From an optimization exercise on the open Yosys and OpenROAD flow, aimed at small area and a short achievable clock period; shortcuts taken in it are not production practice.
Only simulation tests tie the RTL to the original design; equivalence was not proved.
The clock input has no modelled driver; a real chip could not lean on it and would need a root buffer or a full tree.
Power is estimated from default activity; no workload was simulated.

Setup of run A:
Design apb_subsystem_top, start of the top module:
module apb_subsystem_top #(
  parameter int unsigned ADDR_W      = 8,
  parameter int unsigned DATA_W      = 8,
  parameter int unsigned MEM_DEPTH   = 256,
  parameter int unsigned WAIT_CYCLES = 0
) (
  input  logic              pclk,
  input  logic              prstn,
  input  logic              trf_valid,
  input  logic [1:0]        trf_enc,
  input  logic [ADDR_W-1:0] trf_addr,
  input  logic [DATA_W-1:0] trf_wdata,
  output logic [DATA_W-1:0] trf_rdata,
  output logic              trf_rdata_valid
);
==> flow/config.mk <==
export PLATFORM = sky130hd
export DESIGN_NAME = apb_subsystem_top
export DESIGN_NICKNAME = apb_subsystem_top
export VERILOG_FILES = /design/flow/design.v
export SDC_FILE = /design/flow/constraint.sdc
export NUM_CORES = 4
export LEC_CHECK = 0
export CAP_MARGIN = 20
export CORE_MARGIN = 2
export CORE_UTILIZATION = 75
export SETUP_SLACK_MARGIN = 3.8
export SLEW_MARGIN = 20
export PRE_CTS_TCL = /design/flow/flow/mycts.tcl
export PRE_IO_PLACEMENT_TCL = /design/flow/flow/io.tcl
export BUFFER_PORTS_ARGS = -buffer_cell sky130_fd_sc_hd__buf_4
export MAX_REPAIR_ANTENNAS_ITER_DRT = 10
==> flow/constraint.sdc <==
create_clock -name core_clock -period 6.0 [get_ports {pclk}]
set_input_delay 1.2000 -clock core_clock [delete_from_list [all_inputs] [get_ports {pclk}]]
set_output_delay 1.2000 -clock core_clock [all_outputs]
set_load 0.01 [all_outputs]
standard.sh (not shown) runs the stock make flow with config.mk's settings and CLKGATE_MAP_FILE= SYNTH_SCRIPT=/design/flow/synth_recipe.tcl, a recipe that flattens the netlist after the stock synthesis.
==> flow/flow/run.sh <==
#!/bin/bash
set -euo pipefail
W=$(pwd)
cat >> config.mk <<EOF
export PRE_CTS_TCL = $W/flow/mycts.tcl
export PRE_IO_PLACEMENT_TCL = $W/flow/io.tcl
export BUFFER_PORTS_ARGS = -buffer_cell sky130_fd_sc_hd__buf_4
export MAX_REPAIR_ANTENNAS_ITER_DRT = 10
EOF
bash standard.sh > "$W/standard_flow.log" 2>&1
==> flow/flow/mycts.tcl <==
# Two-level clock tree, built in place of TritonCTS (sourced as PRE_CTS_TCL).
# pclk -> 4 root clkbuf_16 (one per quadrant) -> NC x NR leaf clkbuf_16 -> flip-flops.
# Sinks are split into NC columns of equal count by x, each column into NR groups
# of equal count by y; every buffer sits at the centroid of what it drives, and
# detailed placement legalizes them afterwards.
set NC 8
set NR 10
set ::mc_block [ord::get_db_block]
set ::mc_bufm [[ord::get_db] findMaster sky130_fd_sc_hd__clkbuf_16]
set block $::mc_block
set clknet [$block findNet pclk]
$clknet setSigType CLOCK

set sinks {}
foreach it [$clknet getITerms] {
  set inst [$it getInst]
  set bb [$inst getBBox]
  lappend sinks [list [expr {([$bb xMin] + [$bb xMax]) / 2}] [expr {([$bb yMin] + [$bb yMax]) / 2}] $it]
}
set n [llength $sinks]
puts "mycts: $n clock sinks"

proc split_even {lst parts} {
  set n [llength $lst]
  set out {}
  for {set p 0} {$p < $parts} {incr p} {
    set a [expr {($p * $n) / $parts}]
    set b [expr {(($p + 1) * $n) / $parts - 1}]
    lappend out [lrange $lst $a $b]
  }
  return $out
}

proc centroid {pts} {
  set sx 0; set sy 0
  foreach p $pts { set sx [expr {$sx + [lindex $p 0]}]; set sy [expr {$sy + [lindex $p 1]}] }
  set k [llength $pts]
  return [list [expr {$sx / $k}] [expr {$sy / $k}]]
}

proc add_buf {name x y innet} {
  set block $::mc_block
  set bufm $::mc_bufm
  set inst [odb::dbInst_create $block $bufm $name]
  $inst setLocation [expr {$x - [$bufm getWidth] / 2}] [expr {$y - [$bufm getHeight] / 2}]
  $inst setPlacementStatus PLACED
  [$inst findITerm A] connect $innet
  set out [odb::dbNet_create $block "${name}_net"]
  $out setSigType CLOCK
  [$inst findITerm X] connect $out
  return [list $inst $out]
}

# leaf clusters
set cols [split_even [lsort -integer -index 0 $sinks] $NC]
set roots {}
for {set rq 0} {$rq < 4} {incr rq} { lappend roots {} }
set ci 0
foreach col $cols {
  set groups [split_even [lsort -integer -index 1 $col] $NR]
  set ri 0
  foreach g $groups {
    set q [expr {($ci >= $NC / 2 ? 2 : 0) + ($ri >= $NR / 2 ? 1 : 0)}]
    set c [centroid $g]
    lset roots $q [concat [lindex $roots $q] [list [list [lindex $c 0] [lindex $c 1] $g]]]
    incr ri
  }
  incr ci
}

set li 0
for {set q 0} {$q < 4} {incr q} {
  set leaves [lindex $roots $q]
  set c [centroid $leaves]
  # root buffer, driven by the clock port
  set r [add_buf "clkroot_$q" [lindex $c 0] [lindex $c 1] $clknet]
  set rnet [lindex $r 1]
  foreach lf $leaves {
    set g [lindex $lf 2]
    foreach s $g { [lindex $s 2] disconnect }
    set l [add_buf "clkleaf_$li" [lindex $lf 0] [lindex $lf 1] $rnet]
    set lnet [lindex $l 1]
    foreach s $g { [lindex $s 2] connect $lnet }
    incr li
  }
}
puts "mycts: 4 roots, $li leaves"

# The tree is built; TritonCTS is not run.
rename clock_tree_synthesis {}
proc clock_tree_synthesis {args} { puts "mycts: clock_tree_synthesis skipped" }
Other scripts of this flow, unchanged in this note and not shown: flow/flow/io.tcl
Run A | status: complete | timing, DRC, antenna: pass
diff inputs: run A => run B
diff --git a/flow/flow/run.sh b/flow/flow/run.sh
--- a/flow/flow/run.sh
+++ b/flow/flow/run.sh
@@ -7,3 +7,2 @@
 export BUFFER_PORTS_ARGS = -buffer_cell sky130_fd_sc_hd__buf_4
-export MAX_REPAIR_ANTENNAS_ITER_DRT = 10
 EOF
diff --git a/flow/config.mk b/flow/config.mk
--- a/flow/config.mk
+++ b/flow/config.mk
@@ -9,3 +9,3 @@
 export CORE_MARGIN = 2
-export CORE_UTILIZATION = 75
+export CORE_UTILIZATION = 80
 export SETUP_SLACK_MARGIN = 3.8
@@ -15,2 +15 @@
 export BUFFER_PORTS_ARGS = -buffer_cell sky130_fd_sc_hd__buf_4
-export MAX_REPAIR_ANTENNAS_ITER_DRT = 10
--- outcome ---
[run B] flow finished | final checks: failed | reasons: antenna rules. Run A and run B ended up with roughly the same register fraction of the total cell area. Delta (run B minus run A): final-report max-slew violation count has increased; floorplan row count has decreased; arrival time of data at the critical path endpoint has remained practically unchanged; number of detailed-routing iterations run before antenna repair has increased. Against run A, run B reports a multi-input gate share of total cell area that is lower. Relative to run A, total number of vias has increased by about 4% in run B. Run B has overall power above what run A had. [diff] setup slack, run B relative to run A: regression. Total clock network power delta for run B relative to run A: about 0.7% higher. Re via count normalized by instance count: run B and run A aren't equal, and the higher value belongs to run B.
For run C, these inputs were changed with respect to run B:
diff --git a/flow/flow/run.sh b/flow/flow/run.sh
--- a/flow/flow/run.sh
+++ b/flow/flow/run.sh
@@ -7,2 +7,3 @@
 export BUFFER_PORTS_ARGS = -buffer_cell sky130_fd_sc_hd__buf_4
+export MAX_REPAIR_ANTENNAS_ITER_DRT = 10
 EOF
diff --git a/flow/flow/mycts.tcl b/flow/flow/mycts.tcl
--- a/flow/flow/mycts.tcl
+++ b/flow/flow/mycts.tcl
@@ -1,2 +1,3 @@
 # Two-level clock tree, built in place of TritonCTS (sourced as PRE_CTS_TCL).
+# Also places the output registers next to their output buffers (below).
 # pclk -> 4 root clkbuf_16 (one per quadrant) -> NC x NR leaf clkbuf_16 -> flip-flops.
@@ -12,2 +13,22 @@
 $clknet setSigType CLOCK
+
+
+# Output registers: move each one next to its port's output buffer (placed by the
+# placer at the pin), so the register-to-port path has no long wire. Detailed
+# placement in the CTS step legalizes them.
+foreach bt [$::mc_block getBTerms] {
+  if {[$bt getIoType] ne "OUTPUT"} { continue }
+  set onet [$bt getNet]
+  set obuf ""
+  foreach it [$onet getITerms] { if {[$it isOutputSignal]} { set obuf [$it getInst] } }
+  if {$obuf eq ""} { continue }
+  set inet [[$obuf findITerm A] getNet]
+  set ff ""
+  foreach it [$inet getITerms] { if {[$it isOutputSignal]} { set ff [$it getInst] } }
+  if {$ff eq "" || ![[$ff getMaster] isSequential]} { continue }
+  set loc [$obuf getLocation]
+  set fw [[$ff getMaster] getWidth]
+  $ff setLocation [expr {[lindex $loc 0] - $fw}] [lindex $loc 1]
+  puts "mycts: moved [$ff getName] next to [$obuf getName]"
+}
 
diff --git a/flow/config.mk b/flow/config.mk
--- a/flow/config.mk
+++ b/flow/config.mk
@@ -9,3 +9,3 @@
 export CORE_MARGIN = 2
-export CORE_UTILIZATION = 80
+export CORE_UTILIZATION = 75
 export SETUP_SLACK_MARGIN = 3.8
@@ -15 +15,2 @@
 export BUFFER_PORTS_ARGS = -buffer_cell sky130_fd_sc_hd__buf_4
+export MAX_REPAIR_ANTENNAS_ITER_DRT = 10
Findings:
Comparing run B and run C, the higher overall via count from detail_route is on run B. Diff run B -> run C: fraction of the core area covered by cells at the end of the flow down 5.0 points; overall track demand over capacity in global routing down 4.2 points. Final area: run C vs run B, no meaningful difference. Layout-stage area growth over the synthesis result: run C lower than run B. The final cell count without fillers in run C sits 62 above the value recorded for run B. When run C is set beside run B, its sequential cell fraction of total power turns out to be 0.2 points larger. No stage failed in run C, and the final checks on the layout all came back clean. Run C vs run B: aggregate routed wire length down.
In every run of this note, the design's own scripts or RTL, not TritonCTS, make the clock network.

-- separate check: timing with driven ports --
How much do the figures lean on ideal ports? The routed layouts below were timed once more, with nothing changed but the port constraints. Step 1 assumes that a clkbuf_16 drives the clock port and a buf_2 every other input. Step 2 also shifts input and output timing later by t, the mid clock arrival at the registers, as if the neighbouring blocks saw the same clock. Slacks: ideal ports / drivers / drivers and shift; pairs: ideal ports / drivers.
| run | t (ns) | setup WS [ns] | latest minus earliest clock arrival (ns) | cell pins on the clock port's net |
|---|---|---|---|---|
| run A | 0.744 | 3.658 / 3.482 / 3.712 | 0.020 / 0.019 | 4 |
| run B | 0.736 | 3.649 / 3.498 / 3.699 | 0.035 / 0.035 | 4 |
| run C | 0.744 | 3.663 / 3.488 / 3.726 | 0.021 / 0.021 | 4 |
